This is an optimization exercise on Yosys and OpenROAD, whose aim is small area, a short achievable clock period and few clock cycles per item, not a production implementation. Only simulation tests tie the RTL to the original design; equivalence was not proved.

## P
==> module double_ended_queue_unit, before the edit <==
module double_ended_queue_unit #(
  parameter int DEPTH = deq_pkg::DEQ_DEPTH,
  parameter int CNT_W = $clog2(DEPTH + 1)
) (
  input  logic                              clk,
  input  logic                              rst_n,
  input  logic                              in_valid,
  output logic                              in_ready,
  input  logic [1:0]                        in_func,
  input  logic signed [deq_pkg::WORD_W-1:0] in_value,
  output logic                              out_valid,
  input  logic                              out_ready,
  output logic signed [deq_pkg::WORD_W-1:0] out_popped,
  output logic [1:0]                        out_status,
  output logic [CNT_W-1:0]                  out_occupancy
);
  localparam int PTR_W = DEPTH / 2;   
  localparam int W     = deq_pkg::WORD_W;
  logic [CNT_W-1:0] cnt_r;
  logic             full_r, empty_r;
  logic [PTR_W-1:0] hd_r, bk_r;
  logic [DEPTH-1:0] hd_oh, bk_oh;
  logic             a1_valid_r;
  logic [DEPTH-1:0] a1_sel_r;
  logic             a1_pe_r;
  logic [1:0]       a1_status_r;
  logic [CNT_W-1:0] a1_occ_r;
  logic             a2_valid_r, in_ready_r;
  logic             a2_rdf_r, a2_rdb_r, a2_pe_r;
  logic [1:0]       a2_status_r;
  logic             w_valid_r, w_blk_r, w_back_r;
  logic [W-1:0]     w_data_r;
  logic             out_valid_r;
  logic [W-1:0]     popped_r;
  logic [1:0]       status_r;
  logic [CNT_W-1:0] occ_r;
  logic             accept, push_ok, pop_f, pop_b;
  logic [DEPTH-1:0] new_sel, a2_sel;
  logic [1:0]       status_nxt;
  logic [CNT_W-1:0] occ_nxt;
  logic             out_free, a1_go, w_write;
  logic [W-1:0]     mem [DEPTH];
  logic [DEPTH-1:0] we;
  logic [W-1:0]     a1_word;
  assign in_ready = in_ready_r;
  assign accept   = in_valid && in_ready_r;   
  assign out_free = !out_valid_r || out_ready;
  assign a1_go    = out_free && a1_valid_r;
  assign push_ok  = accept && !in_func[1] && !full_r;
  assign pop_f    = accept && in_func[1] && !in_func[0] && !empty_r;
  assign pop_b    = accept && in_func[1] &&  in_func[0] && !empty_r;
  assign w_write  = w_valid_r && !w_blk_r;
  function automatic logic [DEPTH-1:0] jdec(input logic [PTR_W-1:0] j);
    jdec[0]     = !j[PTR_W-1] && !j[0];
    jdec[PTR_W] =  j[PTR_W-1] &&  j[0];
    for (int k = 1; k < PTR_W; k++) begin
      jdec[k]         =  j[k-1] && !j[k];
      jdec[PTR_W + k] = !j[k-1] &&  j[k];
    end
  endfunction
  function automatic logic [PTR_W-1:0] jinc(input logic [PTR_W-1:0] j);
    jinc = {j[PTR_W-2:0], !j[PTR_W-1]};
  endfunction
  function automatic logic [PTR_W-1:0] jdecr(input logic [PTR_W-1:0] j);
    jdecr = {!j[0], j[PTR_W-1:1]};
  endfunction
  assign hd_oh = jdec(hd_r);
  assign bk_oh = jdec(bk_r);
  genvar g;
  generate
    for (g = 0; g < DEPTH; g++) begin : g_word
      assign we[g]     = w_write && (w_back_r ? bk_oh[g] : hd_oh[g]);
      assign a2_sel[g] = (a2_rdf_r && hd_oh[(g + 1) % DEPTH]) ||
                         (a2_rdb_r && bk_oh[(g + DEPTH - 1) % DEPTH]);
      deq_cell u_cell (
        .clk   (clk),
        .we    (we[g]),
        .wdata (w_data_r),
        .data  (mem[g])
      );
    end
  endgenerate
  assign new_sel = ({DEPTH{pop_f}} & hd_oh) | ({DEPTH{pop_b}} & bk_oh);
  always_comb begin
    a1_word = {W{a1_pe_r}};
    for (int i = 0; i < DEPTH; i++) begin
      a1_word = a1_word | (mem[i] & {W{a1_sel_r[i]}});
    end
  end
  always_comb begin
    status_nxt = deq_pkg::ST_DONE;
    occ_nxt    = cnt_r;
    if (!in_func[1]) begin
      if (full_r) status_nxt = deq_pkg::ST_FULL;
      else        occ_nxt    = cnt_r + CNT_W'(1);
    end else begin
      if (empty_r) status_nxt = deq_pkg::ST_EMPTY;
      else         occ_nxt    = cnt_r - CNT_W'(1);
    end
  end
  always_ff @(posedge clk) begin
    if (!rst_n) begin
      cnt_r   <= '0;
      full_r  <= 1'b0;
      empty_r <= 1'b1;
      hd_r    <= '0;                         
      bk_r    <= PTR_W'(1) << (PTR_W - 1);   
    end else begin
      if (accept) begin
        cnt_r   <= occ_nxt;
        full_r  <= (occ_nxt == CNT_W'(DEPTH));
        empty_r <= (occ_nxt == '0);
      end
      if (push_ok && !in_func[0]) hd_r <= jdecr(hd_r);
      if (pop_f)                  hd_r <= jinc(hd_r);
      if (push_ok &&  in_func[0]) bk_r <= jinc(bk_r);
      if (pop_b)                  bk_r <= jdecr(bk_r);
    end
  end
  always_ff @(posedge clk) begin
    if (!rst_n) begin
      a1_valid_r  <= 1'b0;
      a2_valid_r  <= 1'b0;
      in_ready_r  <= 1'b1;
      out_valid_r <= 1'b0;
    end else begin
      if (out_free) out_valid_r <= a1_valid_r;
      if (a1_go) begin
        a1_valid_r <= a2_valid_r || accept;
        a2_valid_r <= 1'b0;
        in_ready_r <= 1'b1;
      end else if (accept) begin
        a1_valid_r <= 1'b1;
        a2_valid_r <= a1_valid_r;
        in_ready_r <= !a1_valid_r;
      end
    end
  end
  always_ff @(posedge clk) begin
    if (a1_go && a2_valid_r) begin
      a1_sel_r    <= a2_sel;
      a1_pe_r     <= a2_pe_r;
      a1_status_r <= a2_status_r;
      a1_occ_r    <= cnt_r;
    end else if (a1_go || !a1_valid_r) begin
      a1_sel_r    <= new_sel;
      a1_pe_r     <= in_func[1] && empty_r;
      a1_status_r <= status_nxt;
      a1_occ_r    <= occ_nxt;
    end
  end
  always_ff @(posedge clk) begin
    if (!a2_valid_r) begin
      a2_rdf_r    <= pop_f;
      a2_rdb_r    <= pop_b;
      a2_pe_r     <= in_func[1] && empty_r;
      a2_status_r <= status_nxt;
    end
  end
  always_ff @(posedge clk) begin
    if (out_free) begin
      popped_r <= a1_word;
      status_r <= a1_status_r;
      occ_r    <= a1_occ_r;
    end
  end
  always_ff @(posedge clk) begin
    if (!rst_n) begin
      w_valid_r <= 1'b0;
      w_blk_r   <= 1'b0;
    end else begin
      if (push_ok) begin
        w_valid_r <= 1'b1;
        w_blk_r   <= a1_valid_r && !a1_go && (a1_sel_r != '0);
      end else if (w_write) begin
        w_valid_r <= 1'b0;
      end else if (a1_go) begin
        w_blk_r   <= 1'b0;
      end
    end
  end
  always_ff @(posedge clk) begin
    if (!w_blk_r) begin
      w_data_r <= in_value;
      w_back_r <= in_func[0];
    end
  end
  assign out_valid     = out_valid_r;
  assign out_popped    = popped_r;
  assign out_status    = status_r;
  assign out_occupancy = occ_r;
endmodule
clock: 5.0 ns
lec_check: 0
cap_margin: 20
core_margin: 2
core_utilization: 65
cts_cluster_diameter: 60
cts_cluster_size: 25
place_density: 0.75
setup_slack_margin: 3.0
slew_margin: 20
standard.sh (not shown) runs the stock make flow with config.mk's settings and CLKGATE_MAP_FILE= SYNTH_SCRIPT=/design/flow/synth_recipe.tcl, a recipe that flattens the netlist after the stock synthesis.
==> flow/flow/run.sh <==
#!/bin/bash
set -euo pipefail
export BUFFER_PORTS_ARGS="-buffer_cell sky130_fd_sc_hd__buf_2"
export CTS_ARGS="-sink_clustering_enable -repair_clock_nets -sink_clustering_size 25 -sink_clustering_max_diameter 60 -dont_use_dummy_load"
bash standard.sh > standard.log 2>&1
Testbench counts of P, summed over its fixed seeds: cycles 24,016, items 24,000.
## Diff of input files: Q against P
diff --git a/flow/design.v b/flow/design.v
--- a/flow/design.v
+++ b/flow/design.v
@@ -59,8 +59,9 @@
   logic [CNT_W-1:0] a1_occ_r;
   logic             a2_valid_r, in_ready_r;
   logic             a2_rdf_r, a2_rdb_r, a2_pe_r;
   logic [1:0]       a2_status_r;
+  logic [CNT_W-1:0] a2_occ_r;
   logic             w_valid_r, w_blk_r, w_back_r;
   logic [W-1:0]     w_data_r;
   logic             out_valid_r;
   logic [W-1:0]     popped_r;
@@ -172,9 +173,9 @@
     if (a1_go && a2_valid_r) begin
       a1_sel_r    <= a2_sel;
       a1_pe_r     <= a2_pe_r;
       a1_status_r <= a2_status_r;
-      a1_occ_r    <= cnt_r;
+      a1_occ_r    <= a2_occ_r;
     end else if (a1_go || !a1_valid_r) begin
       a1_sel_r    <= new_sel;
       a1_pe_r     <= in_func[1] && empty_r;
       a1_status_r <= status_nxt;
@@ -186,8 +187,9 @@
       a2_rdf_r    <= pop_f;
       a2_rdb_r    <= pop_b;
       a2_pe_r     <= in_func[1] && empty_r;
       a2_status_r <= status_nxt;
+      a2_occ_r    <= occ_nxt;
     end
   end
   always_ff @(posedge clk) begin
     if (out_free) begin
## What came out
Q ran to completion and came out clean on the timing, design-rule and antenna checks. Comparing total number of nets in the final design for P and Q, the bigger number came from P. | critical path's largest stage delay | higher: P |. Net count of the mapped netlist delta (P -> Q): insignificant. Between Q and P, the non-clock buffering overhead in the final layout does not differ in any meaningful way. The measured slew at the worst slew-check pin reported for Q is greater than that of P by 0.063 ns.
Testbench counts of Q, summed over its fixed seeds: cycles 24,016, items 24,000.

## what the ideal ports hide
The results above use ideal ports. As a check the final layouts listed here were re-extracted and re-timed, cells and wires unchanged. Step 1 (the two cells are an assumption about what drives the block):
set clk [get_ports {clk}]
set_driving_cell -lib_cell sky130_fd_sc_hd__clkbuf_16 $clk
set_driving_cell -lib_cell sky130_fd_sc_hd__buf_2 [delete_from_list [all_inputs] $clk]
Step 2 times the ports against the registers' clock, not the clock port: input delays grow and output delays shrink by t, the midpoint of the rising clock arrivals with the driver on. Three values: ideal ports, drivers, drivers and shift; two values: the first two.
run | t (ns) | setup WS [ns] | worst data-port slew with drivers (ns) | cell pins on the clock port's net
P | 0.589 | 2.893 / 2.837 / 2.468 | 0.05 | 1
Q | 0.601 | 2.888 / 2.837 / 2.527 | 0.03 | 1
After both steps setup and hold are still met in every run listed. The setup slack of P, which loses most, moves by -0.056 ns with the drivers and by -0.425 ns with both steps.
